This is an optimization exercise on Yosys and OpenROAD, whose aim is small area, a short achievable clock period and few clock cycles per item, not a production implementation. Only simulation tests tie the RTL to the original design; equivalence was not proved. Power and IR drop assume default switching activity.

==> flow/design.v <==
`timescale 1ns/1ps
package cpu_isa_pkg;
    typedef logic [16-1:0]          data_t;
    typedef logic [$clog2(16)-1:0]  reg_id_t;
    typedef logic [8-1:0]          imm_t;
    typedef logic [8-1:0]           pc_t;
    typedef logic [8-1:0]           inst_id_t;
    typedef logic [3-1:0]           op_t;
    localparam op_t OP_ST      = 3'd0;
    localparam op_t OP_CMP_GT  = 3'd1;
    localparam op_t OP_ADD_IMM = 3'd2;
    localparam op_t OP_ADD     = 3'd3;
    localparam op_t OP_SHL     = 3'd4;
    localparam op_t OP_SHR     = 3'd5;
    localparam op_t OP_MUL     = 3'd6;
endpackage
`timescale 1ns/1ps
package cpu_uarch_pkg;
    typedef logic [16-1:0] reg_mask_t;
endpackage
`timescale 1ns/1ps
module reg_file (
    input  logic                  clk,
    input  logic                  rst_n,
    input  logic [3:0]            rd_lo0,     
    input  logic [3:0]            rd_hi0,
    input  logic [3:0]            rd_lo1,
    input  logic [3:0]            rd_hi1,
    output cpu_isa_pkg::data_t    rd_data0,
    output cpu_isa_pkg::data_t    rd_data1,
    input  logic                  wr_en0,     
    input  cpu_isa_pkg::reg_id_t  wr_reg0,
    input  logic                  wr_en1,
    input  cpu_isa_pkg::reg_id_t  wr_reg1,
    input  cpu_isa_pkg::data_t    wr_data
);
    cpu_isa_pkg::data_t        regs [0:16-1];
    logic [16-1:0]   valid;
    always_comb begin
        rd_data0 = '0;
        rd_data1 = '0;
        for (int i = 0; i < 16; i++) begin
            if (rd_lo0[i%4] && rd_hi0[i/4] && valid[i]) rd_data0 = rd_data0 | regs[i];
            if (rd_lo1[i%4] && rd_hi1[i/4] && valid[i]) rd_data1 = rd_data1 | regs[i];
        end
    end
    logic [16-1:0]   we;
    always_comb begin
        for (int i = 0; i < 16; i++)
            we[i] = (wr_en0 && wr_reg0 == i) || (wr_en1 && wr_reg1 == i);
    end
    always_ff @(posedge clk or negedge rst_n) begin
        if (!rst_n) begin
            valid <= '0;
        end else begin
            valid <= valid | we;
        end
    end
    always_ff @(posedge clk) begin
        for (int i = 0; i < 16; i++) begin
            if (we[i]) regs[i] <= wr_data;
        end
    end
endmodule
`timescale 1ns/1ps
module int_unit (
    input  logic                is_add,
    input  logic                is_cmp,
    input  logic                is_shl,
    input  logic                is_shr,
    input  cpu_isa_pkg::data_t  a,
    input  cpu_isa_pkg::data_t  b,
    output cpu_isa_pkg::data_t  result
);
    localparam int W = 16;
    logic [W:0]         sum;
    cpu_isa_pkg::data_t sh;
    cpu_isa_pkg::data_t shr;
    assign sum = {1'b0, a} + {1'b0, b};
    assign sh  = a << b[$clog2(W)-1:0];
    always_comb begin
        for (int i = 0; i < W; i++) shr[i] = sh[W-1-i];
    end
    assign result = ({W{is_add}} & sum[W-1:0])
                  | ({W{is_cmp}} & cpu_isa_pkg::data_t'(sum[W]))
                  | ({W{is_shl}} & sh)
                  | ({W{is_shr}} & shr);
endmodule
`timescale 1ns/1ps
module mul_unit (
    input  cpu_isa_pkg::data_t  a,
    input  logic [7:0]         one,
    input  logic [7:0]         two,
    input  logic [7:0]         neg,
    output cpu_isa_pkg::data_t  sum_s,
    output cpu_isa_pkg::data_t  sum_c,
    output logic [4:0]         sum_x
);
    logic pp0_0;
    logic pn0;
    logic pp0_1;
    logic pp0_2;
    logic pp0_3;
    logic pp0_4;
    logic pp0_5;
    logic pp0_6;
    logic pp0_7;
    logic pp0_8;
    logic pp0_9;
    logic pp0_10;
    logic pp0_11;
    logic pp0_12;
    logic pp0_13;
    logic pp0_14;
    logic pp0_15;
    logic pp1_2;
    logic pn1;
    logic pp1_3;
    logic pp1_4;
    logic pp1_5;
    logic pp1_6;
    logic pp1_7;
    logic pp1_8;
    logic pp1_9;
    logic pp1_10;
    logic pp1_11;
    logic pp1_12;
    logic pp1_13;
    logic pp1_14;
    logic pp1_15;
    logic pp2_4;
    logic pn2;
    logic pp2_5;
    logic pp2_6;
    logic pp2_7;
    logic pp2_8;
    logic pp2_9;
    logic pp2_10;
    logic pp2_11;
    logic pp2_12;
    logic pp2_13;
    logic pp2_14;
    logic pp2_15;
    logic pp3_6;
    logic pn3;
    logic pp3_7;
    logic pp3_8;
    logic pp3_9;
    logic pp3_10;
    logic pp3_11;
    logic pp3_12;
    logic pp3_13;
    logic pp3_14;
    logic pp3_15;
    logic pp4_8;
    logic pn4;
    logic pp4_9;
    logic pp4_10;
    logic pp4_11;
    logic pp4_12;
    logic pp4_13;
    logic pp4_14;
    logic pp4_15;
    logic pp5_10;
    logic pn5;
    logic pp5_11;
    logic pp5_12;
    logic pp5_13;
    logic pp5_14;
    logic pp5_15;
    logic pp6_12;
    logic pn6;
    logic pp6_13;
    logic pp6_14;
    logic pp6_15;
    logic pp7_14;
    logic pn7;
    logic pp7_15;
    logic s0;
    logic c0;
    logic s1;
    logic c1;
    logic s2;
    logic c2;
    logic s3;
    logic c3;
    logic s4;
    logic c4;
    logic s5;
    logic c5;
    logic s6;
    logic c6;
    logic s7;
    logic c7;
    logic s8;
    logic c8;
    logic s9;
    logic c9;
    logic s10;
    logic c10;
    logic s11;
    logic c11;
    logic s12;
    logic c12;
    logic s13;
    logic c13;
    logic s14;
    logic c14;
    logic s15;
    logic c15;
    logic s16;
    logic c16;
    logic s17;
    logic c17;
    logic s18;
    logic c18;
    logic s19;
    logic c19;
    logic s20;
    logic c20;
    logic s21;
    logic c21;
    logic s22;
    logic c22;
    logic s23;
    logic c23;
    logic s24;
    logic c24;
    logic s25;
    logic c25;
    logic s26;
    logic c26;
    logic s27;
    logic c27;
    logic s28;
    logic c28;
    logic s29;
    logic c29;
    logic s30;
    logic c30;
    logic s31;
    logic c31;
    logic s32;
    logic c32;
    logic s33;
    logic c33;
    logic s34;
    logic c34;
    logic s35;
    logic c35;
    logic s36;
    logic c36;
    logic s37;
    logic c37;
    logic s38;
    logic c38;
    logic s39;
    logic c39;
    logic s40;
    logic c40;
    logic s41;
    logic c41;
    logic top_pp;
    assign pp0_0 = (one[0] & a[0]);
    assign pn0 = neg[0] & ~(one[0] & a[0]);
    assign pp0_1 = ((one[0] & a[1]) | (two[0] & a[0])) ^ neg[0];
    assign pp0_2 = ((one[0] & a[2]) | (two[0] & a[1])) ^ neg[0];
    assign pp0_3 = ((one[0] & a[3]) | (two[0] & a[2])) ^ neg[0];
    assign pp0_4 = ((one[0] & a[4]) | (two[0] & a[3])) ^ neg[0];
    assign pp0_5 = ((one[0] & a[5]) | (two[0] & a[4])) ^ neg[0];
    assign pp0_6 = ((one[0] & a[6]) | (two[0] & a[5])) ^ neg[0];
    assign pp0_7 = ((one[0] & a[7]) | (two[0] & a[6])) ^ neg[0];
    assign pp0_8 = ((one[0] & a[8]) | (two[0] & a[7])) ^ neg[0];
    assign pp0_9 = ((one[0] & a[9]) | (two[0] & a[8])) ^ neg[0];
    assign pp0_10 = ((one[0] & a[10]) | (two[0] & a[9])) ^ neg[0];
    assign pp0_11 = ((one[0] & a[11]) | (two[0] & a[10])) ^ neg[0];
    assign pp0_12 = ((one[0] & a[12]) | (two[0] & a[11])) ^ neg[0];
    assign pp0_13 = ((one[0] & a[13]) | (two[0] & a[12])) ^ neg[0];
    assign pp0_14 = ((one[0] & a[14]) | (two[0] & a[13])) ^ neg[0];
    assign pp0_15 = ((one[0] & a[15]) | (two[0] & a[14])) ^ neg[0];
    assign pp1_2 = (one[1] & a[0]);
    assign pn1 = neg[1] & ~(one[1] & a[0]);
    assign pp1_3 = ((one[1] & a[1]) | (two[1] & a[0])) ^ neg[1];
    assign pp1_4 = ((one[1] & a[2]) | (two[1] & a[1])) ^ neg[1];
    assign pp1_5 = ((one[1] & a[3]) | (two[1] & a[2])) ^ neg[1];
    assign pp1_6 = ((one[1] & a[4]) | (two[1] & a[3])) ^ neg[1];
    assign pp1_7 = ((one[1] & a[5]) | (two[1] & a[4])) ^ neg[1];
    assign pp1_8 = ((one[1] & a[6]) | (two[1] & a[5])) ^ neg[1];
    assign pp1_9 = ((one[1] & a[7]) | (two[1] & a[6])) ^ neg[1];
    assign pp1_10 = ((one[1] & a[8]) | (two[1] & a[7])) ^ neg[1];
    assign pp1_11 = ((one[1] & a[9]) | (two[1] & a[8])) ^ neg[1];
    assign pp1_12 = ((one[1] & a[10]) | (two[1] & a[9])) ^ neg[1];
    assign pp1_13 = ((one[1] & a[11]) | (two[1] & a[10])) ^ neg[1];
    assign pp1_14 = ((one[1] & a[12]) | (two[1] & a[11])) ^ neg[1];
    assign pp1_15 = ((one[1] & a[13]) | (two[1] & a[12])) ^ neg[1];
    assign pp2_4 = (one[2] & a[0]);
    assign pn2 = neg[2] & ~(one[2] & a[0]);
    assign pp2_5 = ((one[2] & a[1]) | (two[2] & a[0])) ^ neg[2];
    assign pp2_6 = ((one[2] & a[2]) | (two[2] & a[1])) ^ neg[2];
    assign pp2_7 = ((one[2] & a[3]) | (two[2] & a[2])) ^ neg[2];
    assign pp2_8 = ((one[2] & a[4]) | (two[2] & a[3])) ^ neg[2];
    assign pp2_9 = ((one[2] & a[5]) | (two[2] & a[4])) ^ neg[2];
    assign pp2_10 = ((one[2] & a[6]) | (two[2] & a[5])) ^ neg[2];
    assign pp2_11 = ((one[2] & a[7]) | (two[2] & a[6])) ^ neg[2];
    assign pp2_12 = ((one[2] & a[8]) | (two[2] & a[7])) ^ neg[2];
    assign pp2_13 = ((one[2] & a[9]) | (two[2] & a[8])) ^ neg[2];
    assign pp2_14 = ((one[2] & a[10]) | (two[2] & a[9])) ^ neg[2];
    assign pp2_15 = ((one[2] & a[11]) | (two[2] & a[10])) ^ neg[2];
    assign pp3_6 = (one[3] & a[0]);
    assign pn3 = neg[3] & ~(one[3] & a[0]);
    assign pp3_7 = ((one[3] & a[1]) | (two[3] & a[0])) ^ neg[3];
    assign pp3_8 = ((one[3] & a[2]) | (two[3] & a[1])) ^ neg[3];
    assign pp3_9 = ((one[3] & a[3]) | (two[3] & a[2])) ^ neg[3];
    assign pp3_10 = ((one[3] & a[4]) | (two[3] & a[3])) ^ neg[3];
    assign pp3_11 = ((one[3] & a[5]) | (two[3] & a[4])) ^ neg[3];
    assign pp3_12 = ((one[3] & a[6]) | (two[3] & a[5])) ^ neg[3];
    assign pp3_13 = ((one[3] & a[7]) | (two[3] & a[6])) ^ neg[3];
    assign pp3_14 = ((one[3] & a[8]) | (two[3] & a[7])) ^ neg[3];
    assign pp3_15 = ((one[3] & a[9]) | (two[3] & a[8])) ^ neg[3];
    assign pp4_8 = (one[4] & a[0]);
    assign pn4 = neg[4] & ~(one[4] & a[0]);
    assign pp4_9 = ((one[4] & a[1]) | (two[4] & a[0])) ^ neg[4];
    assign pp4_10 = ((one[4] & a[2]) | (two[4] & a[1])) ^ neg[4];
    assign pp4_11 = ((one[4] & a[3]) | (two[4] & a[2])) ^ neg[4];
    assign pp4_12 = ((one[4] & a[4]) | (two[4] & a[3])) ^ neg[4];
    assign pp4_13 = ((one[4] & a[5]) | (two[4] & a[4])) ^ neg[4];
    assign pp4_14 = ((one[4] & a[6]) | (two[4] & a[5])) ^ neg[4];
    assign pp4_15 = ((one[4] & a[7]) | (two[4] & a[6])) ^ neg[4];
    assign pp5_10 = (one[5] & a[0]);
    assign pn5 = neg[5] & ~(one[5] & a[0]);
    assign pp5_11 = ((one[5] & a[1]) | (two[5] & a[0])) ^ neg[5];
    assign pp5_12 = ((one[5] & a[2]) | (two[5] & a[1])) ^ neg[5];
    assign pp5_13 = ((one[5] & a[3]) | (two[5] & a[2])) ^ neg[5];
    assign pp5_14 = ((one[5] & a[4]) | (two[5] & a[3])) ^ neg[5];
    assign pp5_15 = ((one[5] & a[5]) | (two[5] & a[4])) ^ neg[5];
    assign pp6_12 = (one[6] & a[0]);
    assign pn6 = neg[6] & ~(one[6] & a[0]);
    assign pp6_13 = ((one[6] & a[1]) | (two[6] & a[0])) ^ neg[6];
    assign pp6_14 = ((one[6] & a[2]) | (two[6] & a[1])) ^ neg[6];
    assign pp6_15 = ((one[6] & a[3]) | (two[6] & a[2])) ^ neg[6];
    assign pp7_14 = (one[7] & a[0]);
    assign pn7 = neg[7] & ~(one[7] & a[0]);
    assign pp7_15 = ((one[7] & a[1]) | (two[7] & a[0])) ^ neg[7];
    assign s0 = pn1 ^ pp0_3 ^ pp1_3;
    assign c0 = (pn1 & pp0_3) | (pn1 & pp1_3) | (pp0_3 & pp1_3);
    assign s1 = pp2_4 ^ pp0_4 ^ pp1_4;
    assign c1 = (pp2_4 & pp0_4) | (pp2_4 & pp1_4) | (pp0_4 & pp1_4);
    assign s2 = pn2 ^ pp0_5 ^ pp1_5;
    assign c2 = (pn2 & pp0_5) | (pn2 & pp1_5) | (pp0_5 & pp1_5);
    assign s3 = pp2_5 ^ c1 ^ s2;
    assign c3 = (pp2_5 & c1) | (pp2_5 & s2) | (c1 & s2);
    assign s4 = pp3_6 ^ pp0_6 ^ pp1_6;
    assign c4 = (pp3_6 & pp0_6) | (pp3_6 & pp1_6) | (pp0_6 & pp1_6);
    assign s5 = pp2_6 ^ c2 ^ s4;
    assign c5 = (pp2_6 & c2) | (pp2_6 & s4) | (c2 & s4);
    assign s6 = pn3 ^ pp0_7 ^ pp1_7;
    assign c6 = (pn3 & pp0_7) | (pn3 & pp1_7) | (pp0_7 & pp1_7);
    assign s7 = pp2_7 ^ pp3_7 ^ c4;
    assign c7 = (pp2_7 & pp3_7) | (pp2_7 & c4) | (pp3_7 & c4);
    assign s8 = s6 ^ c5 ^ s7;
    assign c8 = (s6 & c5) | (s6 & s7) | (c5 & s7);
    assign s9 = pp4_8 ^ pp0_8 ^ pp1_8;
    assign c9 = (pp4_8 & pp0_8) | (pp4_8 & pp1_8) | (pp0_8 & pp1_8);
    assign s10 = pp2_8 ^ pp3_8 ^ c6;
    assign c10 = (pp2_8 & pp3_8) | (pp2_8 & c6) | (pp3_8 & c6);
    assign s11 = s9 ^ c7 ^ s10;
    assign c11 = (s9 & c7) | (s9 & s10) | (c7 & s10);
    assign s12 = pn4 ^ pp0_9 ^ pp1_9;
    assign c12 = (pn4 & pp0_9) | (pn4 & pp1_9) | (pp0_9 & pp1_9);
    assign s13 = pp2_9 ^ pp3_9 ^ pp4_9;
    assign c13 = (pp2_9 & pp3_9) | (pp2_9 & pp4_9) | (pp3_9 & pp4_9);
    assign s14 = c9 ^ s12 ^ s13;
    assign c14 = (c9 & s12) | (c9 & s13) | (s12 & s13);
    assign s15 = c10 ^ s14 ^ c11;
    assign c15 = (c10 & s14) | (c10 & c11) | (s14 & c11);
    assign s16 = pp5_10 ^ pp0_10 ^ pp1_10;
    assign c16 = (pp5_10 & pp0_10) | (pp5_10 & pp1_10) | (pp0_10 & pp1_10);
    assign s17 = pp2_10 ^ pp3_10 ^ pp4_10;
    assign c17 = (pp2_10 & pp3_10) | (pp2_10 & pp4_10) | (pp3_10 & pp4_10);
    assign s18 = c12 ^ c13 ^ s16;
    assign c18 = (c12 & c13) | (c12 & s16) | (c13 & s16);
    assign s19 = s17 ^ c14 ^ s18;
    assign c19 = (s17 & c14) | (s17 & s18) | (c14 & s18);
    assign s20 = pn5 ^ pp0_11 ^ pp1_11;
    assign c20 = (pn5 & pp0_11) | (pn5 & pp1_11) | (pp0_11 & pp1_11);
    assign s21 = pp2_11 ^ pp3_11 ^ pp4_11;
    assign c21 = (pp2_11 & pp3_11) | (pp2_11 & pp4_11) | (pp3_11 & pp4_11);
    assign s22 = pp5_11 ^ c16 ^ c17;
    assign c22 = (pp5_11 & c16) | (pp5_11 & c17) | (c16 & c17);
    assign s23 = s20 ^ s21 ^ c18;
    assign c23 = (s20 & s21) | (s20 & c18) | (s21 & c18);
    assign s24 = s22 ^ c19 ^ s23;
    assign c24 = (s22 & c19) | (s22 & s23) | (c19 & s23);
    assign s25 = pp6_12 ^ pp0_12 ^ pp1_12;
    assign c25 = (pp6_12 & pp0_12) | (pp6_12 & pp1_12) | (pp0_12 & pp1_12);
    assign s26 = pp2_12 ^ pp3_12 ^ pp4_12;
    assign c26 = (pp2_12 & pp3_12) | (pp2_12 & pp4_12) | (pp3_12 & pp4_12);
    assign s27 = pp5_12 ^ c20 ^ c21;
    assign c27 = (pp5_12 & c20) | (pp5_12 & c21) | (c20 & c21);
    assign s28 = s25 ^ s26 ^ c22;
    assign c28 = (s25 & s26) | (s25 & c22) | (s26 & c22);
    assign s29 = s27 ^ s28 ^ c23;
    assign c29 = (s27 & s28) | (s27 & c23) | (s28 & c23);
    assign s30 = pn6 ^ pp0_13 ^ pp1_13;
    assign c30 = (pn6 & pp0_13) | (pn6 & pp1_13) | (pp0_13 & pp1_13);
    assign s31 = pp2_13 ^ pp3_13 ^ pp4_13;
    assign c31 = (pp2_13 & pp3_13) | (pp2_13 & pp4_13) | (pp3_13 & pp4_13);
    assign s32 = pp5_13 ^ pp6_13 ^ c25;
    assign c32 = (pp5_13 & pp6_13) | (pp5_13 & c25) | (pp6_13 & c25);
    assign s33 = c26 ^ s30 ^ s31;
    assign c33 = (c26 & s30) | (c26 & s31) | (s30 & s31);
    assign s34 = c27 ^ s32 ^ s33;
    assign c34 = (c27 & s32) | (c27 & s33) | (s32 & s33);
    assign s35 = c28 ^ s34 ^ c29;
    assign c35 = (c28 & s34) | (c28 & c29) | (s34 & c29);
    assign s36 = pp7_14 ^ pp0_14 ^ pp1_14;
    assign c36 = (pp7_14 & pp0_14) | (pp7_14 & pp1_14) | (pp0_14 & pp1_14);
    assign s37 = pp2_14 ^ pp3_14 ^ pp4_14;
    assign c37 = (pp2_14 & pp3_14) | (pp2_14 & pp4_14) | (pp3_14 & pp4_14);
    assign s38 = pp5_14 ^ pp6_14 ^ c30;
    assign c38 = (pp5_14 & pp6_14) | (pp5_14 & c30) | (pp6_14 & c30);
    assign s39 = c31 ^ s36 ^ s37;
    assign c39 = (c31 & s36) | (c31 & s37) | (s36 & s37);
    assign s40 = c32 ^ c33 ^ s38;
    assign c40 = (c32 & c33) | (c32 & s38) | (c33 & s38);
    assign s41 = s39 ^ c34 ^ s40;
    assign c41 = (s39 & c34) | (s39 & s40) | (c34 & s40);
    assign top_pp = pp0_15 ^ pp1_15 ^ pp2_15 ^ pp3_15 ^ pp4_15 ^ pp5_15 ^ pp6_15 ^ pn7 ^ pp7_15;
    assign sum_s[0] = pp0_0;
    assign sum_c[0] = '0;
    assign sum_s[1] = pn0;
    assign sum_c[1] = pp0_1;
    assign sum_s[2] = pp1_2;
    assign sum_c[2] = pp0_2;
    assign sum_s[3] = s0;
    assign sum_c[3] = '0;
    assign sum_s[4] = c0;
    assign sum_c[4] = s1;
    assign sum_s[5] = s3;
    assign sum_c[5] = '0;
    assign sum_s[6] = c3;
    assign sum_c[6] = s5;
    assign sum_s[7] = s8;
    assign sum_c[7] = '0;
    assign sum_s[8] = c8;
    assign sum_c[8] = s11;
    assign sum_s[9] = s15;
    assign sum_c[9] = '0;
    assign sum_s[10] = s19;
    assign sum_c[10] = c15;
    assign sum_s[11] = s24;
    assign sum_c[11] = '0;
    assign sum_s[12] = c24;
    assign sum_c[12] = s29;
    assign sum_s[13] = s35;
    assign sum_c[13] = '0;
    assign sum_s[14] = s41;
    assign sum_c[14] = c35;
    assign sum_s[15] = top_pp;
    assign sum_c[15] = c36;
    assign sum_x[0] = c37;
    assign sum_x[1] = c38;
    assign sum_x[2] = c39;
    assign sum_x[3] = c40;
    assign sum_x[4] = c41;
endmodule
`timescale 1ns/1ps
`timescale 1ns/1ps
module cpu_top (
    input  logic                   clk,
    input  logic                   rst_n,
    input  logic                   inst_vld,
    input  logic                   inst_last,
    input  cpu_isa_pkg::op_t       inst_op,
    input  cpu_isa_pkg::inst_id_t  inst_id,
    input  cpu_isa_pkg::reg_id_t   inst_dst_reg,
    input  cpu_isa_pkg::reg_id_t   inst_src_reg0,
    input  cpu_isa_pkg::reg_id_t   inst_src_reg1,
    input  cpu_isa_pkg::imm_t      inst_imm,
    output logic                   fetch_vld,
    output cpu_isa_pkg::pc_t       fetch_pc,
    output cpu_isa_pkg::inst_id_t  fetch_id,
    output logic                   inst_rdy,
    output logic                   write_mem_vld,
    output cpu_isa_pkg::inst_id_t  write_mem_id,
    output cpu_isa_pkg::data_t     write_mem_addr,
    output cpu_isa_pkg::data_t     write_mem_data,
    output logic                   exec_finish
);
    localparam int W = 16;
    cpu_isa_pkg::pc_t      pc_q;
    logic                  last_acc_q;    
    logic                  fin_q;
    logic                  ib_vld;
    logic                  ib_last;
    cpu_isa_pkg::op_t      ib_op;
    cpu_isa_pkg::reg_id_t  ib_dst;
    logic [3:0]            ib_s0_lo, ib_s0_hi, ib_s1_lo, ib_s1_hi;
    cpu_isa_pkg::imm_t     ib_imm;
    logic                  x_we;          
    logic                  x_mul;         
    logic                  x_st;          
    logic                  x_last;        
    logic                  x_add, x_cmp, x_shl, x_shr;
    cpu_isa_pkg::reg_id_t  x_dst;
    cpu_isa_pkg::inst_id_t x_id;          
    cpu_isa_pkg::data_t    x_a, x_b;
    logic [W/2-1:0]        x_one, x_two;   
    cpu_isa_pkg::data_t    alu_res;
    logic                  m_vld;
    cpu_isa_pkg::reg_id_t  m_dst;
    cpu_isa_pkg::data_t    m_s, m_c;
    cpu_isa_pkg::data_t    mul_s, mul_c;
    localparam int NX = 5;                
    logic [NX-1:0]         m_x, mul_x;
    cpu_isa_pkg::data_t    m_sum;
    cpu_isa_pkg::data_t    m_val;
    logic                  d_st, d_mul, d_add, d_cmp, d_shl, d_shr, d_addi, d_we;
    logic                  stall, go;
    cpu_isa_pkg::data_t    rf_a, rf_b, val_a, val_b;
    cpu_isa_pkg::data_t    rf_wdata;
    assign d_st   = (ib_op == cpu_isa_pkg::OP_ST);
    assign d_mul  = (ib_op == cpu_isa_pkg::OP_MUL);
    assign d_addi = (ib_op == cpu_isa_pkg::OP_ADD_IMM);
    assign d_add  = (ib_op == cpu_isa_pkg::OP_ADD) || d_addi;
    assign d_cmp  = (ib_op == cpu_isa_pkg::OP_CMP_GT);
    assign d_shl  = (ib_op == cpu_isa_pkg::OP_SHL);
    assign d_shr  = (ib_op == cpu_isa_pkg::OP_SHR);
    assign d_we   = d_add || d_cmp || d_shl || d_shr;
    logic stall_q;
    assign stall = stall_q;
    assign go    = ib_vld && !stall;
    logic no_next_q;
    assign inst_rdy  = !ib_vld || !stall;
    assign fetch_vld = !((inst_vld || last_acc_q) && (inst_last || no_next_q));
    assign fetch_pc  = pc_q;
    assign fetch_id  = pc_q;
    always_ff @(posedge clk or negedge rst_n) begin
        if (!rst_n) begin
            pc_q       <= '0;
            last_acc_q <= 1'b0;
            fin_q      <= 1'b0;
            ib_vld     <= 1'b0;
        end else begin
            if (fetch_vld) pc_q <= pc_q + 1'b1;
            last_acc_q <= last_acc_d;
            if (x_last) fin_q <= 1'b1;
            ib_vld <= ib_vld_d;
        end
    end
    logic stall_d, ib_vld_d, last_acc_d;
    assign stall_d    = go && d_mul &&
                        ((inst_src_reg0 == ib_dst) ||
                         (inst_op != cpu_isa_pkg::OP_ADD_IMM && inst_src_reg1 == ib_dst));
    assign ib_vld_d   = inst_rdy ? inst_vld : ib_vld;
    assign last_acc_d = last_acc_q || (inst_vld && inst_rdy && inst_last);
    always_ff @(posedge clk or negedge rst_n) begin
        if (!rst_n) begin
            stall_q   <= 1'b0;
            no_next_q <= 1'b0;
        end else begin
            stall_q   <= stall_d;
            no_next_q <= last_acc_d || (ib_vld_d && stall_d);
        end
    end
    always_ff @(posedge clk) begin
        if (inst_rdy) begin
            ib_last <= inst_last;
            ib_op   <= inst_op;
            ib_dst  <= inst_dst_reg;
            ib_s0_lo <= 4'(1) << inst_src_reg0[1:0];
            ib_s0_hi <= 4'(1) << inst_src_reg0[3:2];
            ib_s1_lo <= 4'(1) << inst_src_reg1[1:0];
            ib_s1_hi <= 4'(1) << inst_src_reg1[3:2];
            ib_imm  <= inst_imm;
        end
    end
    reg_file u_reg_file (
        .clk      (clk),
        .rst_n    (rst_n),
        .rd_lo0   (ib_s0_lo),
        .rd_hi0   (ib_s0_hi),
        .rd_lo1   (ib_s1_lo),
        .rd_hi1   (ib_s1_hi),
        .rd_data0 (rf_a),
        .rd_data1 (rf_b),
        .wr_en0   (x_we),
        .wr_reg0  (x_dst),
        .wr_en1   (m_vld && !x_we),
        .wr_reg1  (m_dst),
        .wr_data  (rf_wdata)
    );
    assign m_sum = m_s + m_c;
    assign m_val = {m_sum[W-1] ^ (^m_x), m_sum[W-2:0]};
    always_comb begin
        if (x_we && ib_s0_lo[x_dst[1:0]] && ib_s0_hi[x_dst[3:2]])       val_a = alu_res;
        else if (m_vld && ib_s0_lo[m_dst[1:0]] && ib_s0_hi[m_dst[3:2]]) val_a = m_val;
        else                                                           val_a = rf_a;
        if (x_we && ib_s1_lo[x_dst[1:0]] && ib_s1_hi[x_dst[3:2]])       val_b = alu_res;
        else if (m_vld && ib_s1_lo[m_dst[1:0]] && ib_s1_hi[m_dst[3:2]]) val_b = m_val;
        else                                                           val_b = rf_b;
    end
    always_ff @(posedge clk or negedge rst_n) begin
        if (!rst_n) begin
            x_we   <= 1'b0;
            x_mul  <= 1'b0;
            x_st   <= 1'b0;
            x_last <= 1'b0;
            x_id   <= '1;
        end else begin
            x_we   <= go && d_we;
            x_mul  <= go && d_mul;
            x_st   <= go && d_st;
            x_last <= go && ib_last;
            if (go) x_id <= x_id + 1'b1;
        end
    end
    always_ff @(posedge clk) begin
        x_add <= d_add;
        x_cmp <= d_cmp;
        x_shl <= d_shl;
        x_shr <= d_shr;
        x_dst <= ib_dst;
        for (int i = 0; i < W; i++) x_a[i] <= d_shr ? val_a[W-1-i] : val_a[i];
        for (int i = 0; i < W / 2; i++) begin
            x_one[i] <= val_b[2*i] ^ (i == 0 ? 1'b0 : val_b[2*i-1]);
            x_two[i] <= (val_b[2*i+1] & ~val_b[2*i] & ~(i == 0 ? 1'b0 : val_b[2*i-1])) |
                        (~val_b[2*i+1] & val_b[2*i] & (i == 0 ? 1'b0 : val_b[2*i-1]));
        end
        if (d_addi)     x_b <= cpu_isa_pkg::data_t'(ib_imm);
        else if (d_cmp) x_b <= ~val_b;
        else            x_b <= val_b;
    end
    int_unit u_int_unit (
        .is_add (x_add),
        .is_cmp (x_cmp),
        .is_shl (x_shl),
        .is_shr (x_shr),
        .a      (x_a),
        .b      (x_b),
        .result (alu_res)
    );
    logic [W/2-1:0] x_neg;
    always_comb begin
        for (int i = 0; i < W / 2; i++) x_neg[i] = x_b[2*i+1];
    end
    mul_unit u_mul_unit (
        .a     (x_a),
        .one   (x_one),
        .two   (x_two),
        .neg   (x_neg),
        .sum_s (mul_s),
        .sum_c (mul_c),
        .sum_x (mul_x)
    );
    assign rf_wdata = x_we ? alu_res : m_val;
    always_ff @(posedge clk or negedge rst_n) begin
        if (!rst_n) begin
            m_vld <= 1'b0;
        end else begin
            m_vld <= x_mul || (m_vld && x_we && x_dst != m_dst);
        end
    end
    always_ff @(posedge clk) begin
        if (x_mul) begin
            m_dst <= x_dst;
            m_s   <= mul_s;
            m_c   <= mul_c;
            m_x   <= mul_x;
        end
    end
    assign write_mem_vld  = x_st;
    assign write_mem_id   = x_id;
    assign write_mem_addr = x_a;
    assign write_mem_data = x_b;
    assign exec_finish    = fin_q || x_last;
endmodule
==> flow/flow/run.sh <==
#!/bin/bash
# The standard layout (the standard.sh, unchanged synthesis) with two
# changes: the port buffers are sky130 buf cells, which the timing repair
# may resize, instead of the delay-buffer cell buffer_ports picks by default;
# and the clock tree is built without dummy loads. make's output goes to
# make_flow.log; each ORFS step keeps its own log under orfs/logs.
set -euo pipefail
export BUFFER_PORTS_ARGS="-buffer_cell sky130_fd_sc_hd__buf_2"
export CTS_ARGS="-sink_clustering_enable -repair_clock_nets -dont_use_dummy_load -sink_clustering_size 24 -sink_clustering_max_diameter 100"
bash standard.sh > make_flow.log 2>&1
==> flow/standard.sh <==
#!/bin/bash
# synth_recipe.tcl (not shown) runs the flow's synth.tcl, then flattens the netlist and writes it again
# the make line also repeats each setting of config.mk as NAME=value (left out here)
make -C /OpenROAD-flow-scripts/flow DESIGN_CONFIG=/design/flow/config.mk WORK_HOME=/design/flow/orfs CLKGATE_MAP_FILE= SYNTH_SCRIPT=/design/flow/synth_recipe.tcl "${@:-finish}"
==> flow/config.mk <==
export PLATFORM = sky130hd
export DESIGN_NAME = cpu_top
export DESIGN_NICKNAME = cpu_top
export VERILOG_FILES = /design/flow/design.v
export SDC_FILE = /design/flow/constraint.sdc
export NUM_CORES = 4
export LEC_CHECK = 0
export CAP_MARGIN = 20
export CORE_MARGIN = 2
export CORE_UTILIZATION = 60
export CTS_CLUSTER_DIAMETER = 100
export CTS_CLUSTER_SIZE = 24
export SETUP_SLACK_MARGIN = 3.7
export SLEW_MARGIN = 20
==> flow/constraint.sdc <==
create_clock -name core_clock -period 7.0 [get_ports {clk}]
set_input_delay 1.4000 -clock core_clock [delete_from_list [all_inputs] [get_ports {clk}]]
set_output_delay 1.4000 -clock core_clock [all_outputs]
set_load 0.01 [all_outputs]
==> impl_metrics.xml, run 1 <==
<?xml version="1.0" encoding="UTF-8"?>
<metrics>
  <group name="sta">
    <metric name="timing.final.crit_period" unit="ns">3.25</metric>
    <metric name="final-max-slew-violation-count" unit="">0</metric>
    <metric name="layout_setup_ws" unit="ns">3.75</metric>
    <metric name="worst_slew_margin_rel" unit="">0.150</metric>
    <metric name="rsz0062_at_grt" unit="">true</metric>
    <metric name="fin_skew" unit="ns">0.0278</metric>
    <metric name="fin_tns_setup" unit="ns">0</metric>
    <metric name="hold_viol_final" unit="">0</metric>
    <metric name="max_slew.worst_pin.slew" unit="ns">1.28</metric>
    <metric name="achievable-frequency" unit="GHz">0.307</metric>
    <metric name="report.final.setup_viol" unit="">0</metric>
    <metric name="period_share" unit="">0.465</metric>
  </group>
  <group name="floorplanning">
    <metric name="die_h" unit="um">197</metric>
    <metric name="fp.dieW" unit="um">197</metric>
    <metric name="row_count" unit="">70</metric>
    <metric name="design.core.area" unit="sq um">36600</metric>
    <metric name="dieArea" unit="sq um">38800</metric>
    <metric name="io_pins" unit="">95</metric>
    <metric name="initial_core_utilization" unit="">0.610</metric>
  </group>
  <group name="clock_tree">
    <metric name="insertion_delay" unit="ns">0.56</metric>
    <metric name="cts.htree.levels" unit="">1</metric>
    <metric name="cts_max_path_buffers" unit="">3</metric>
    <metric name="postCtsHoldBufs" unit="">0</metric>
    <metric name="path_clk_slew" unit="ns">0.10</metric>
    <metric name="tritoncts_clock_tree" unit="">yes</metric>
    <metric name="number_of_clock_buffers_inserted_by_tritoncts" unit="">21</metric>
    <metric name="clock-sinks" unit="">420</metric>
    <metric name="root_buffer" unit="">sky130_fd_sc_hd__clkbuf_16</metric>
  </group>
  <group name="critical_path">
    <metric name="path_cells" unit="">buf_6 &gt; ha_1 &gt; fa_1 &gt; a21o_1 &gt; a221oi_4 &gt; o21ai_1 &gt; a311o_1 &gt; a211o_1 &gt; mux2_4</metric>
    <metric name="cp_top_family" unit="">compound AO/OA/AOI/OAI gates</metric>
    <metric name="crit_path_max_incr_delay" unit="ns">0.41</metric>
    <metric name="path_buf_inv" unit="">1</metric>
    <metric name="crit_cells" unit="">9</metric>
    <metric name="critical_path_source" unit="">x_a[0]$_DFF_P_</metric>
    <metric name="critPathCaptureType" unit="">register</metric>
    <metric name="critical_path.max_fanout" unit="">22</metric>
    <metric name="crit_path_top_delay_cell" unit="">sky130_fd_sc_hd__fa_1</metric>
    <metric name="crit_arrival" unit="ns">3.52</metric>
    <metric name="setup.worst_path.start_class" unit="">register</metric>
    <metric name="cp.required" unit="ns">7.27</metric>
    <metric name="timing.critical_path.to" unit="">u_reg_file.regs[8][0]$_DFFE_PP_</metric>
    <metric name="critPathKind" unit="">register to register</metric>
    <metric name="r2r.worst_path.cells" unit="">9</metric>
    <metric name="timing.rr.start" unit="">x_a[0]$_DFF_P_</metric>
    <metric name="timing.reg2reg.setup_slack" unit="ns">3.75</metric>
    <metric name="crit-reg2reg-capture" unit="">u_reg_file.regs[8][0]$_DFFE_PP_</metric>
  </group>
  <group name="global_route">
    <metric name="groute.usage.overall" unit="">0.379</metric>
    <metric name="grt_first_pass_wirelength" unit="um">107000</metric>
    <metric name="global_route.overflow_total" unit="">0</metric>
    <metric name="grt_antenna_before_repair" unit="">0</metric>
    <metric name="grt_use_met2" unit="">0.574</metric>
    <metric name="met3_usage" unit="">0.109</metric>
    <metric name="grt.met1_usage" unit="">0.517</metric>
    <metric name="first_global_vias" unit="">16700</metric>
    <metric name="grt_most_used_layer" unit="">met2</metric>
    <metric name="grt_max_degree" unit="">43</metric>
  </group>
  <group name="detailed_routing">
    <metric name="total_iterations_of_the_first_detailed_routing_run" unit="">8</metric>
    <metric name="drtIter0Drc" unit="">2924</metric>
    <metric name="wire_length_after_detailed_routing" unit="um">74800</metric>
    <metric name="route.detailed.vias_per_inst" unit="">7.35</metric>
    <metric name="vias" unit="">17500</metric>
    <metric name="antenna_violating_nets_post_route" unit="">0</metric>
    <metric name="remaining_drc_errors" unit="">0</metric>
    <metric name="wire_per_inst" unit="um">31.4</metric>
  </group>
  <group name="placement">
    <metric name="globalplace.congestion" unit="">0.955</metric>
    <metric name="post_dp_cell_area" unit="sq um">23300</metric>
    <metric name="post-place-cells" unit="">2305</metric>
    <metric name="pre_cts_ws" unit="ns">2.61</metric>
    <metric name="io_buffer_count" unit="">86</metric>
    <metric name="half_perimeter_wire_length_after_placement" unit="um">46300</metric>
  </group>
  <group name="synthesis">
    <metric name="async_flop_share" unit="">0.100</metric>
    <metric name="synth.largest_area_cell" unit="">sky130_fd_sc_hd__edfxtp_1</metric>
    <metric name="syn_avg_cell_area" unit="sq um">12.0</metric>
    <metric name="synth-warning-count" unit="">4</metric>
    <metric name="synth_fp_nets" unit="">1965</metric>
    <metric name="post_synth_main_area_contributors" unit="">sky130_fd_sc_hd__edfxtp_1, sky130_fd_sc_hd__a22oi_1, sky130_fd_sc_hd__dfxtp_1, sky130_fd_sc_hd__fa_1, sky130_fd_sc_hd__dfrtp_1</metric>
    <metric name="postSynthCellCount" unit="">1859</metric>
    <metric name="synth_enable_flop_cells" unit="">322</metric>
    <metric name="post-synth-top-area-fraction" unit="">0.433</metric>
    <metric name="synth_seq_cells" unit="">420</metric>
    <metric name="sequential_element_share_of_the_synthesized_area" unit="">0.530</metric>
    <metric name="synth_ff_type" unit="">sky130_fd_sc_hd__edfxtp_1</metric>
    <metric name="netlist-cell-type-count" unit="">78</metric>
    <metric name="syn_area" unit="sq um">22300</metric>
  </group>
  <group name="finish">
    <metric name="design_area" unit="sq um">24600</metric>
    <metric name="finalNonFillerCells" unit="">2384</metric>
    <metric name="area.growth.synth_to_final" unit="%">10.2</metric>
    <metric name="layout.cells.most_common_list" unit="">sky130_fd_sc_hd__edfxtp_1, sky130_fd_sc_hd__a22oi_1, sky130_fd_sc_hd__buf_4</metric>
    <metric name="mostFrequentLayoutCell" unit="">sky130_fd_sc_hd__edfxtp_1</metric>
    <metric name="antennaDiodeCount" unit="">0</metric>
    <metric name="drive_above_1_share" unit="">0.204</metric>
    <metric name="layout.core_utilization" unit="">0.673</metric>
    <metric name="num-nets-final" unit="">2024</metric>
  </group>
  <group name="power_and_ir_drop">
    <metric name="internal_power" unit="uW">5040</metric>
    <metric name="portion_of_total_power_attributed_to_the_clock_network" unit="">0.162</metric>
    <metric name="switching_power" unit="uW">2910</metric>
    <metric name="combPwrFrac" unit="">0.389</metric>
    <metric name="powerDensity" unit="nW/um^2">323</metric>
    <metric name="worst_ir_drop_vdd" unit="mV">0.223</metric>
    <metric name="power.share.sequential" unit="">0.450</metric>
    <metric name="p_sw_frac" unit="">0.366</metric>
    <metric name="leakage" unit="uW">0.00891</metric>
  </group>
  <group name="run_status">
    <metric name="status" unit="">timing/DRC/antenna clean</metric>
  </group>
  <group name="worst_hold_path">
    <metric name="hold_path.class" unit="">register to register</metric>
  </group>
  <group name="job">
    <metric name="drv.max_cap_violation_count" unit="">0</metric>
  </group>
</metrics>
==> worst reg2reg max path, stage by stage, from the launching register on <==
cell and delay [ns]:
sky130_fd_sc_hd__dfxtp_1 0.32, sky130_fd_sc_hd__buf_6 0.17, sky130_fd_sc_hd__ha_1 0.25, sky130_fd_sc_hd__fa_1 0.41, sky130_fd_sc_hd__a21o_1 0.24, sky130_fd_sc_hd__a221oi_4 0.33, sky130_fd_sc_hd__o21ai_1 0.15, sky130_fd_sc_hd__a311o_1 0.33
sky130_fd_sc_hd__a211o_1 0.39, sky130_fd_sc_hd__mux2_4 0.38
==> stage by stage <==
step | total power (uW) | hold slack (ns)
floorplan | 5530 | 0.406
global route | 8370 | 0.474
global placement | 6350 | 0.427
finish | 7950 | 0.461
CTS | 7760 | 0.449
detailed placement | 6450 | 0.428
==> what timing repair did <==
item / 4_1_cts / 5_1_grt
setup endpoints to repair: 271 / 225
pin swaps: 3 / 13
cloned: 1 / 0
resized for setup: 57 / 43
buffers inserted: 8 / 48
==> per-layer routing <==
metal	up-vias	part of all wire
li1	7311	-
met1	8527	0.37
met2	1411	0.44
met3	282	0.14
met4	0	0.050
met5	-	0
==> area by class of cell <==
cell class / count / area, sq um
clock buffer: 21 / 526
fill: 2759 / 12000
inverter: 66 / 258
multi-input combinational: 1221 / 10100
sequential: 420 / 11900
tap: 468 / 586
timing repair buffer: 187 / 1270
timing repair inverter: 1 / 5.00
==> flip-flops by register name (all words and copies together), names as in the netlist, 5 cells and up <==
name              cells
u_reg_file.regs     256
m_s                  16
u_reg_file.valid     16
x_a                  16
x_b                  16
m_c                   9
ib_imm                8
pc_q                  8
x_id                  8
x_one                 8
x_two                 8
m_x                   5
==> logic make-up (layout without fill, tap and decap cells) <==
| logic type | after synthesis | after routing | share of synthesized area |
|---|---|---|---|
| AO/OA/AOI/OAI | 539 | 539 | 0.183 |
| flip-flops | 420 | 420 | 0.530 |
| AND/OR/NAND/NOR | 408 | 408 | 0.0965 |
| buffers and inverters | 218 | 275 | 0.0389 |
| XOR/XNOR | 126 | 126 | 0.0494 |
| multiplexers | 77 | 77 | 0.0472 |
| adder cells (fa/ha/maj) | 71 | 71 | 0.0545 |
==> power by group through the flow <==
stage               registers, uW  logic, uW  clock network, uW
floorplan                    3460       2060                  0
global placement             3640       2710                  0
detailed placement           3650       2810                  0
CTS                          3590       2870               1300
global route                 3600       3400               1370
finish                       3570       3090               1290
==> Yosys cell counts, drive strengths merged, types with 27 or more instances <==
library cell    n
a21oi          38
a221oi         86
a22o           87
a22oi         151
and3           42
clkbuf        130
dfrtp          34
dfxtp          56
edfxtp        322
fa             44
ha             27
inv            66
mux2i          34
nand2          86
nand3          42
nand4          46
nor2           61
o21ai          49
o22ai          36
xnor2          81
xor2           45
==> how the worst min path moves through the flow <==
| stage | from | end | slack (ns) | cells after the start |
|---|---|---|---|---|
| 2_1_floorplan | x_dst[0]$_DFF_P_ | m_dst[0]$_DFFE_PP_ | 0.41 | 0 |
| 3_3_place_gp | ib_dst[2]$_DFFE_PN_ | x_dst[2]$_DFF_P_ | 0.43 | 0 |
| 3_5_place_dp | ib_dst[2]$_DFFE_PN_ | x_dst[2]$_DFF_P_ | 0.43 | 0 |
| 4_1_cts | ib_dst[2]$_DFFE_PN_ | x_dst[2]$_DFF_P_ | 0.45 | 0 |
| 5_1_grt | ib_dst[0]$_DFFE_PN_ | x_dst[0]$_DFF_P_ | 0.47 | 0 |
| 6_report | ib_dst[0]$_DFFE_PN_ | x_dst[0]$_DFF_P_ | 0.46 | 0 |
Testbench counts, summed over its fixed seeds: cycles 23,762, insts 22,445.
==> inputs of run 2 (changes only) <==
--- a/flow/config.mk
+++ b/flow/config.mk
@@ -9,3 +9,3 @@
 export CORE_MARGIN = 2
-export CORE_UTILIZATION = 60
+export CORE_UTILIZATION = 50
 export CTS_CLUSTER_DIAMETER = 100
==> impl_metrics.xml, run 2 <==
<?xml version="1.0" encoding="UTF-8"?>
<metrics>
  <group name="placement">
    <metric name="io_buffer_count" unit="">86</metric>
    <metric name="post-place-cells" unit="">2436</metric>
    <metric name="half_perimeter_wire_length_after_placement" unit="um">48400</metric>
    <metric name="globalplace.congestion" unit="">0.934</metric>
  </group>
  <group name="global_route">
    <metric name="grt.met1_usage" unit="">0.456</metric>
    <metric name="grt_use_met2" unit="">0.499</metric>
    <metric name="grt_first_pass_wirelength" unit="um">113000</metric>
    <metric name="global_route.overflow_total" unit="">0</metric>
    <metric name="groute.usage.overall" unit="">0.333</metric>
    <metric name="grt_most_used_layer" unit="">met2</metric>
    <metric name="grt_antenna_before_repair" unit="">1</metric>
    <metric name="first_global_vias" unit="">16900</metric>
    <metric name="grt_max_degree" unit="">43</metric>
    <metric name="met3_usage" unit="">0.0879</metric>
  </group>
  <group name="synthesis">
    <metric name="synthMostInstantiatedCell" unit="">sky130_fd_sc_hd__edfxtp_1</metric>
    <metric name="synth_enable_flop_cells" unit="">322</metric>
    <metric name="netlist-cell-type-count" unit="">78</metric>
    <metric name="yosys-top-cells-count" unit="">sky130_fd_sc_hd__edfxtp_1, sky130_fd_sc_hd__a22oi_1, sky130_fd_sc_hd__clkbuf_1</metric>
    <metric name="postSynthCellCount" unit="">1859</metric>
    <metric name="synth.largest_area_cell" unit="">sky130_fd_sc_hd__edfxtp_1</metric>
    <metric name="post_synth_main_area_contributors" unit="">sky130_fd_sc_hd__edfxtp_1, sky130_fd_sc_hd__a22oi_1, sky130_fd_sc_hd__dfxtp_1, sky130_fd_sc_hd__fa_1, sky130_fd_sc_hd__dfrtp_1</metric>
    <metric name="post-synth-top-area-fraction" unit="">0.433</metric>
    <metric name="syn_avg_cell_area" unit="sq um">12.0</metric>
    <metric name="async_flop_share" unit="">0.100</metric>
    <metric name="synth_seq_cells" unit="">420</metric>
    <metric name="sequential_element_share_of_the_synthesized_area" unit="">0.530</metric>
    <metric name="synth_ff_type" unit="">sky130_fd_sc_hd__edfxtp_1</metric>
    <metric name="syn_area" unit="sq um">22300</metric>
    <metric name="synth-warning-count" unit="">4</metric>
    <metric name="synth_fp_nets" unit="">1965</metric>
  </group>
  <group name="sta">
    <metric name="worst_slew_margin_rel" unit="">0.208</metric>
    <metric name="fin_tns_setup" unit="ns">0</metric>
    <metric name="hold_viol_final" unit="">0</metric>
    <metric name="timing.final.crit_period" unit="ns">3.27</metric>
    <metric name="final-max-slew-violation-count" unit="">0</metric>
    <metric name="period_share" unit="">0.467</metric>
    <metric name="fin_skew" unit="ns">0.0640</metric>
    <metric name="achievable-frequency" unit="GHz">0.306</metric>
    <metric name="rsz0062_at_grt" unit="">true</metric>
    <metric name="report.final.setup_viol" unit="">0</metric>
    <metric name="max_slew.worst_pin.slew" unit="ns">1.19</metric>
  </group>
  <group name="clock_tree">
    <metric name="path_clk_slew" unit="ns">0.09</metric>
    <metric name="postCtsHoldBufs" unit="">0</metric>
    <metric name="cts_max_path_buffers" unit="">3</metric>
    <metric name="insertion_delay" unit="ns">0.57</metric>
    <metric name="cts.htree.levels" unit="">1</metric>
    <metric name="tritoncts_clock_tree" unit="">yes</metric>
    <metric name="clock-sinks" unit="">420</metric>
    <metric name="number_of_clock_buffers_inserted_by_tritoncts" unit="">22</metric>
    <metric name="root_buffer" unit="">sky130_fd_sc_hd__clkbuf_16</metric>
  </group>
  <group name="finish">
    <metric name="largest_reg_flops" unit="">256</metric>
    <metric name="area.growth.synth_to_final" unit="%">11.4</metric>
    <metric name="largest-register" unit="">u_reg_file.regs</metric>
    <metric name="num-nets-final" unit="">2021</metric>
    <metric name="finalNonFillerCells" unit="">2505</metric>
    <metric name="mostFrequentLayoutCell" unit="">sky130_fd_sc_hd__edfxtp_1</metric>
    <metric name="layout.cells.most_common_list" unit="">sky130_fd_sc_hd__edfxtp_1, sky130_fd_sc_hd__a22oi_1, sky130_fd_sc_hd__a22o_1</metric>
    <metric name="antennaDiodeCount" unit="">0</metric>
    <metric name="drive_above_1_share" unit="">0.202</metric>
  </group>
  <group name="critical_path">
    <metric name="worst_path_most_repeated_cell" unit="">sky130_fd_sc_hd__buf_2</metric>
    <metric name="setup.worst_path.start_class" unit="">input port</metric>
    <metric name="crit-reg2reg-capture" unit="">x_b[0]$_DFF_P_</metric>
    <metric name="crit_path_max_incr_delay" unit="ns">0.19</metric>
    <metric name="path_cells" unit="">buf_2 &gt; o22ai_4 &gt; buf_2</metric>
    <metric name="critPathKind" unit="">input port to output port</metric>
    <metric name="timing.reg2reg.setup_slack" unit="ns">3.79</metric>
    <metric name="crit_arrival" unit="ns">1.87</metric>
    <metric name="timing.rr.start" unit="">x_b[0]$_DFF_P_</metric>
    <metric name="cp.required" unit="ns">5.60</metric>
    <metric name="critPathCaptureType" unit="">output port</metric>
    <metric name="r2r.worst_path.cells" unit="">11</metric>
    <metric name="crit_path_top_delay_cell" unit="">sky130_fd_sc_hd__o22ai_4</metric>
    <metric name="critical_path.max_fanout" unit="">3</metric>
  </group>
  <group name="worst_hold_path">
    <metric name="hold_path.class" unit="">register to register</metric>
    <metric name="hold-path-endpoint" unit="">x_dst[1]$_DFF_P_</metric>
    <metric name="worst_hold_path.num_cells" unit="">0</metric>
    <metric name="timing.hold.worst.start" unit="">ib_dst[1]$_DFFE_PN_</metric>
  </group>
  <group name="power_and_ir_drop">
    <metric name="leakage" unit="uW">0.00891</metric>
    <metric name="powerDensity" unit="nW/um^2">324</metric>
    <metric name="worst_ir_drop_vdd" unit="mV">0.229</metric>
  </group>
  <group name="run_status">
    <metric name="status" unit="">timing/DRC/antenna clean</metric>
  </group>
  <group name="job">
    <metric name="drv.max_cap_violation_count" unit="">0</metric>
  </group>
  <group name="floorplanning">
    <metric name="design.core.area" unit="sq um">44100</metric>
    <metric name="row_count" unit="">77</metric>
    <metric name="io_pins" unit="">95</metric>
    <metric name="dieArea" unit="sq um">46400</metric>
    <metric name="fp.dieW" unit="um">215</metric>
    <metric name="die_h" unit="um">215</metric>
    <metric name="initial_core_utilization" unit="">0.506</metric>
  </group>
  <group name="detailed_routing">
    <metric name="total_iterations_of_the_first_detailed_routing_run" unit="">8</metric>
    <metric name="antenna_violating_nets_post_route" unit="">0</metric>
    <metric name="route.detailed.vias_per_inst" unit="">6.97</metric>
    <metric name="remaining_drc_errors" unit="">0</metric>
    <metric name="wire_per_inst" unit="um">31.5</metric>
    <metric name="vias" unit="">17500</metric>
    <metric name="drtIter0Drc" unit="">2514</metric>
    <metric name="wire_length_after_detailed_routing" unit="um">78900</metric>
  </group>
</metrics>
[run 2: critical path: cells and delay by family]
family | cells | cell delay (ns)
buffers and inverters | 2 | 0.28
AO/OA/AOI/OAI | 1 | 0.19
[run 2: logic make-up after synthesis]
kind of cell	count (synthesis)	synth area share
multiplexers	77	0.0472
XOR/XNOR	126	0.0494
AO/OA/AOI/OAI	539	0.183
AND/OR/NAND/NOR	408	0.0965
buffers and inverters	218	0.0389
adder cells (fa/ha/maj)	71	0.0545
flip-flops	420	0.530
[run 2: metal layers]
layer,up-vias,part of all wire
li1,7301,-
met1,8603,0.39
met2,1230,0.43
met3,328,0.12
met4,4,0.055
met5,-,0.00051
[run 2: metrics by stage]
step	utilization	total power, uW	setup slack [ns]	hold WS, ns	instance area [sq um]
2_1_floorplan	-	5530	3.67	0.406	22400
3_3_place_gp	0.533	6460	3.03	0.428	23500
3_5_place_dp	0.533	6520	2.96	0.434	23500
4_1_cts	0.556	7960	3.70	0.455	24600
5_1_grt	0.564	8510	3.69	0.475	24900
6_report	0.564	8070	3.73	0.454	24900
[run 2: timing repair]
item	4_1_cts	5_1_grt
setup buffers	33	10
pin swaps	6	19
resized for setup	68	42
setup endpoints to repair	207	95
gates cloned	1	1
[run 2: worst max-delay path by stage]
stage,cells past startpoint,endpoint,startpoint
global route,10,u_reg_file.regs[2][13]$_DFFE_PP_,x_b[2]$_DFF_P_
CTS,8,x_two[6]$_DFF_P_,ib_s1_lo[1]$_SDFFCE_PP0N_
floorplan,11,m_s[13]$_DFFE_PP_,x_a[1]$_DFF_P_
finish,3,fetch_vld,inst_vld
global placement,7,u_reg_file.regs[3][10]$_DFFE_PP_,x_b[5]$_DFF_P_
detailed placement,7,u_reg_file.regs[4][10]$_DFFE_PP_,x_b[5]$_DFF_P_
[run 2: cell type report]
class                      instances  area (sq um)
fill                            3780         19200
clock buffer                      22           551
multi-input combinational       1222         10200
sequential                       420         11900
inverter                          66           254
timing repair inverter             1          5.00
timing repair buffer             182          1250
tap                              592           741
[run 2: power by group]
group,switching [uW],internal [uW]
registers,308,3250
clock network,765,562
logic,1910,1270
==> inputs of run 3 (changes only) <==
--- a/flow/flow/run.sh
+++ b/flow/flow/run.sh
@@ -7,3 +7,3 @@
 set -euo pipefail
-export BUFFER_PORTS_ARGS="-buffer_cell sky130_fd_sc_hd__buf_2"
+export BUFFER_PORTS_ARGS="-buffer_cell sky130_fd_sc_hd__buf_1"
 export CTS_ARGS="-sink_clustering_enable -repair_clock_nets -dont_use_dummy_load -sink_clustering_size 24 -sink_clustering_max_diameter 100"
==> impl_metrics.xml, run 3 <==
<?xml version="1.0" encoding="UTF-8"?>
<metrics>
  <group name="synthesis">
    <metric name="synth_seq_cells" unit="">420</metric>
    <metric name="sequential_element_share_of_the_synthesized_area" unit="">0.530</metric>
    <metric name="synth.largest_area_cell" unit="">sky130_fd_sc_hd__edfxtp_1</metric>
    <metric name="async_flop_share" unit="">0.100</metric>
    <metric name="syn_avg_cell_area" unit="sq um">12.0</metric>
    <metric name="synth_fp_nets" unit="">1965</metric>
    <metric name="synth_enable_flop_cells" unit="">322</metric>
    <metric name="netlist-cell-type-count" unit="">78</metric>
    <metric name="synth-warning-count" unit="">4</metric>
    <metric name="post-synth-top-area-fraction" unit="">0.433</metric>
    <metric name="syn_area" unit="sq um">22300</metric>
    <metric name="synth_ff_type" unit="">sky130_fd_sc_hd__edfxtp_1</metric>
    <metric name="postSynthCellCount" unit="">1859</metric>
    <metric name="post_synth_main_area_contributors" unit="">sky130_fd_sc_hd__edfxtp_1, sky130_fd_sc_hd__a22oi_1, sky130_fd_sc_hd__dfxtp_1, sky130_fd_sc_hd__fa_1, sky130_fd_sc_hd__dfrtp_1</metric>
    <metric name="synthMostInstantiatedCell" unit="">sky130_fd_sc_hd__edfxtp_1</metric>
    <metric name="yosys-top-cells-count" unit="">sky130_fd_sc_hd__edfxtp_1, sky130_fd_sc_hd__a22oi_1, sky130_fd_sc_hd__clkbuf_1</metric>
  </group>
  <group name="finish">
    <metric name="drive_above_1_share" unit="">0.164</metric>
    <metric name="area.growth.synth_to_final" unit="%">11.2</metric>
    <metric name="num-nets-final" unit="">2026</metric>
    <metric name="layout.core_utilization" unit="">0.563</metric>
    <metric name="layout.cells.most_common_list" unit="">sky130_fd_sc_hd__edfxtp_1, sky130_fd_sc_hd__a22oi_1, sky130_fd_sc_hd__buf_4</metric>
    <metric name="largest_reg_flops" unit="">256</metric>
    <metric name="mostFrequentLayoutCell" unit="">sky130_fd_sc_hd__edfxtp_1</metric>
    <metric name="antennaDiodeCount" unit="">0</metric>
    <metric name="design_area" unit="sq um">24800</metric>
    <metric name="largest-register" unit="">u_reg_file.regs</metric>
    <metric name="fillerInstances" unit="">3775</metric>
  </group>
  <group name="critical_path">
    <metric name="setup.worst_path.start_class" unit="">register</metric>
    <metric name="crit_arrival" unit="ns">3.67</metric>
    <metric name="critical_path.max_fanout" unit="">16</metric>
    <metric name="critPathKind" unit="">register to register</metric>
    <metric name="cp.required" unit="ns">7.39</metric>
    <metric name="critPathCaptureType" unit="">register</metric>
  </group>
  <group name="placement">
    <metric name="globalplace.congestion" unit="">0.972</metric>
    <metric name="post_dp_cell_area" unit="sq um">23400</metric>
    <metric name="io_buffer_count" unit="">86</metric>
    <metric name="half_perimeter_wire_length_after_placement" unit="um">48400</metric>
  </group>
  <group name="sta">
    <metric name="max_slew.worst_pin.slew" unit="ns">1.35</metric>
    <metric name="rsz0062_at_grt" unit="">true</metric>
    <metric name="fin_skew" unit="ns">0.0615</metric>
    <metric name="fin_tns_setup" unit="ns">0</metric>
    <metric name="worst_slew_margin_rel" unit="">0.102</metric>
    <metric name="report.final.setup_viol" unit="">0</metric>
    <metric name="achievable-frequency" unit="GHz">0.304</metric>
    <metric name="final-max-slew-violation-count" unit="">0</metric>
    <metric name="period_share" unit="">0.469</metric>
    <metric name="timing.final.crit_period" unit="ns">3.29</metric>
    <metric name="hold_viol_final" unit="">0</metric>
  </group>
  <group name="clock_tree">
    <metric name="cts_max_path_buffers" unit="">3</metric>
    <metric name="postCtsHoldBufs" unit="">0</metric>
    <metric name="clock-sinks" unit="">420</metric>
    <metric name="insertion_delay" unit="ns">0.58</metric>
    <metric name="number_of_clock_buffers_inserted_by_tritoncts" unit="">21</metric>
    <metric name="tritoncts_clock_tree" unit="">yes</metric>
    <metric name="cts.htree.levels" unit="">1</metric>
    <metric name="root_buffer" unit="">sky130_fd_sc_hd__clkbuf_16</metric>
    <metric name="path_clk_slew" unit="ns">0.09</metric>
  </group>
  <group name="detailed_routing">
    <metric name="wire_per_inst" unit="um">31.1</metric>
    <metric name="total_iterations_of_the_first_detailed_routing_run" unit="">8</metric>
    <metric name="wire_length_after_detailed_routing" unit="um">78200</metric>
    <metric name="route.detailed.vias_per_inst" unit="">6.97</metric>
    <metric name="antenna_violating_nets_post_route" unit="">0</metric>
    <metric name="drtIter0Drc" unit="">2613</metric>
    <metric name="vias" unit="">17500</metric>
    <metric name="remaining_drc_errors" unit="">0</metric>
  </group>
  <group name="power_and_ir_drop">
    <metric name="leakage" unit="uW">0.00867</metric>
    <metric name="powerDensity" unit="nW/um^2">323</metric>
    <metric name="worst_ir_drop_vdd" unit="mV">0.293</metric>
  </group>
  <group name="floorplanning">
    <metric name="io_pins" unit="">95</metric>
    <metric name="fp.dieW" unit="um">215</metric>
    <metric name="row_count" unit="">77</metric>
    <metric name="design.core.area" unit="sq um">44100</metric>
    <metric name="initial_core_utilization" unit="">0.506</metric>
    <metric name="dieArea" unit="sq um">46400</metric>
    <metric name="die_h" unit="um">215</metric>
  </group>
  <group name="global_route">
    <metric name="groute.usage.overall" unit="">0.330</metric>
    <metric name="global_route.overflow_total" unit="">0</metric>
    <metric name="grt_first_pass_wirelength" unit="um">113000</metric>
    <metric name="grt_max_degree" unit="">43</metric>
    <metric name="grt_antenna_before_repair" unit="">2</metric>
    <metric name="first_global_vias" unit="">16900</metric>
  </group>
  <group name="job">
    <metric name="drv.max_cap_violation_count" unit="">0</metric>
  </group>
  <group name="run_status">
    <metric name="status" unit="">timing/DRC/antenna clean</metric>
  </group>
  <group name="worst_hold_path">
    <metric name="hold_path.class" unit="">register to register</metric>
  </group>
</metrics>
run 3: cell count changes in the layout (fill, tap and decap cells not counted), sizes merged:
cell    previous run  this run
clkbuf            24        22
buf              180       187
run 3: timing repair:
item                                    CTS  global route
pin swaps                                10            21
endpoints found under the setup margin  246           207
gates cloned                              1             1
buffers inserted                         32            24
gates resized for setup                  64            47
run 3: worst paths after layout:
kind / startpoint / end / slack, ns / cells after the start
min in group asynchronous: rst_n / u_reg_file.valid[7]$_DFF_PN0_ / 0.87 / 1
worst min register to register: ib_dst[3]$_DFFE_PN_ / x_dst[3]$_DFF_P_ / 0.46 / 0
max in group asynchronous: rst_n / x_we$_DFF_PN0_ / 5.68 / 1
worst max register to register: ib_s1_hi[1]$_SDFFCE_PP0N_ / x_two[7]$_DFF_P_ / 3.71 / 9
worst max-delay path: ib_s1_hi[1]$_SDFFCE_PP0N_ / x_two[7]$_DFF_P_ / 3.71 / 9
worst min-delay path: ib_dst[3]$_DFFE_PN_ / x_dst[3]$_DFF_P_ / 0.46 / 0
run 3: cell type report:
class	instances	area, sq um	share of cell area
clock buffer	21	526	0.0212
inverter	66	254	0.0102
multi-input combinational	1222	10100	0.408
sequential	420	11900	0.480
tap	592	741	0.0298
timing repair buffer	188	1250	0.0502
timing repair inverter	1	7.51	0.000302
run 3: logic make-up (layout without fill, tap and decap cells):
kind of cell             count (synthesis)  count (layout)  share of synthesized area
buffers and inverters                  218             276                     0.0389
XOR/XNOR                               126             126                     0.0494
AND/OR/NAND/NOR                        408             408                     0.0965
adder cells (fa/ha/maj)                 71              71                     0.0545
multiplexers                            77              78                     0.0472
flip-flops                             420             420                      0.530
AO/OA/AOI/OAI                          539             539                      0.183
run 3: worst max-delay path, cell delays in order, from the launching register on:
cell	delay [ns]
sky130_fd_sc_hd__edfxtp_1	0.56
sky130_fd_sc_hd__mux4_2	0.53
sky130_fd_sc_hd__nand3_1	0.09
sky130_fd_sc_hd__buf_4	0.33
sky130_fd_sc_hd__nand4_1	0.12
sky130_fd_sc_hd__nor4_1	0.92
sky130_fd_sc_hd__o21a_1	0.21
sky130_fd_sc_hd__a31oi_2	0.09
sky130_fd_sc_hd__nand2_1	0.17
sky130_fd_sc_hd__o22ai_2	0.11
run 3: power by group:
part	leakage, uW	internal (uW)	switching (uW)
registers	0.00394	3250	343
clock network	0.000259	538	762
logic	0.00447	1270	1870
total	0.00867	5060	2980
run 3: per-stage QoR:
stage | total power [uW] | setup WS (ns) | hold slack, ns | std cells
floorplan | 5530 | 3.67 | 0.406 | 1859
global placement | 6400 | 2.79 | 0.427 | 2431
detailed placement | 6510 | 2.76 | 0.437 | 2431
CTS | 7890 | 3.69 | 0.458 | 2485
global route | 8490 | 3.69 | 0.480 | 2510
finish | 8030 | 3.71 | 0.458 | 2510
run 3: routing by layer:
metal  part of all wire  up-vias  GRT usage
li1                   -     7313          -
met1               0.39     8709      0.456
met2               0.44     1216      0.508
met3               0.12      253     0.0748
met4              0.044        2      0.132
met5            0.00017        -    0.00833

separate check: timing with driven ports:
In the flow no input, the clock included, has a driving cell. The finished layouts below were timed again as built, in two steps.
Step 1 (the two cells are an assumption about what drives the block):
set clk [get_ports {clk}]
set_driving_cell -lib_cell sky130_fd_sc_hd__clkbuf_16 $clk
set_driving_cell -lib_cell sky130_fd_sc_hd__buf_2 [delete_from_list [all_inputs] $clk]
Step 2, shift: input delay + t, output delay - t, t = (earliest + latest rising clock arrival at the registers) / 2. This alone moves slack from input paths to output paths.
Three values: no drivers, after step 1, after step 2; two values: the first two.
run | t (ns) | slack for setup (ns) | worst setup path after step 2 | slew at the worst register clock pin (ns) | worst slew at a driven data input, ns
run 1 | 0.607 | 3.747 / 3.717 / 3.717 | input to output | 0.10 / 0.10 | 0.04
run 2 | 0.603 | 3.728 / 3.688 / 3.688 | input to output | 0.11 / 0.11 | 0.06
run 3 | 0.605 | 3.715 / 3.689 / 3.689 | input to output | 0.11 / 0.11 | 0.05
After both steps setup and hold are still met in every run listed. For run 2, which loses most, drivers alone change the setup slack by -0.040 ns; drivers and shift together by -0.040 ns.
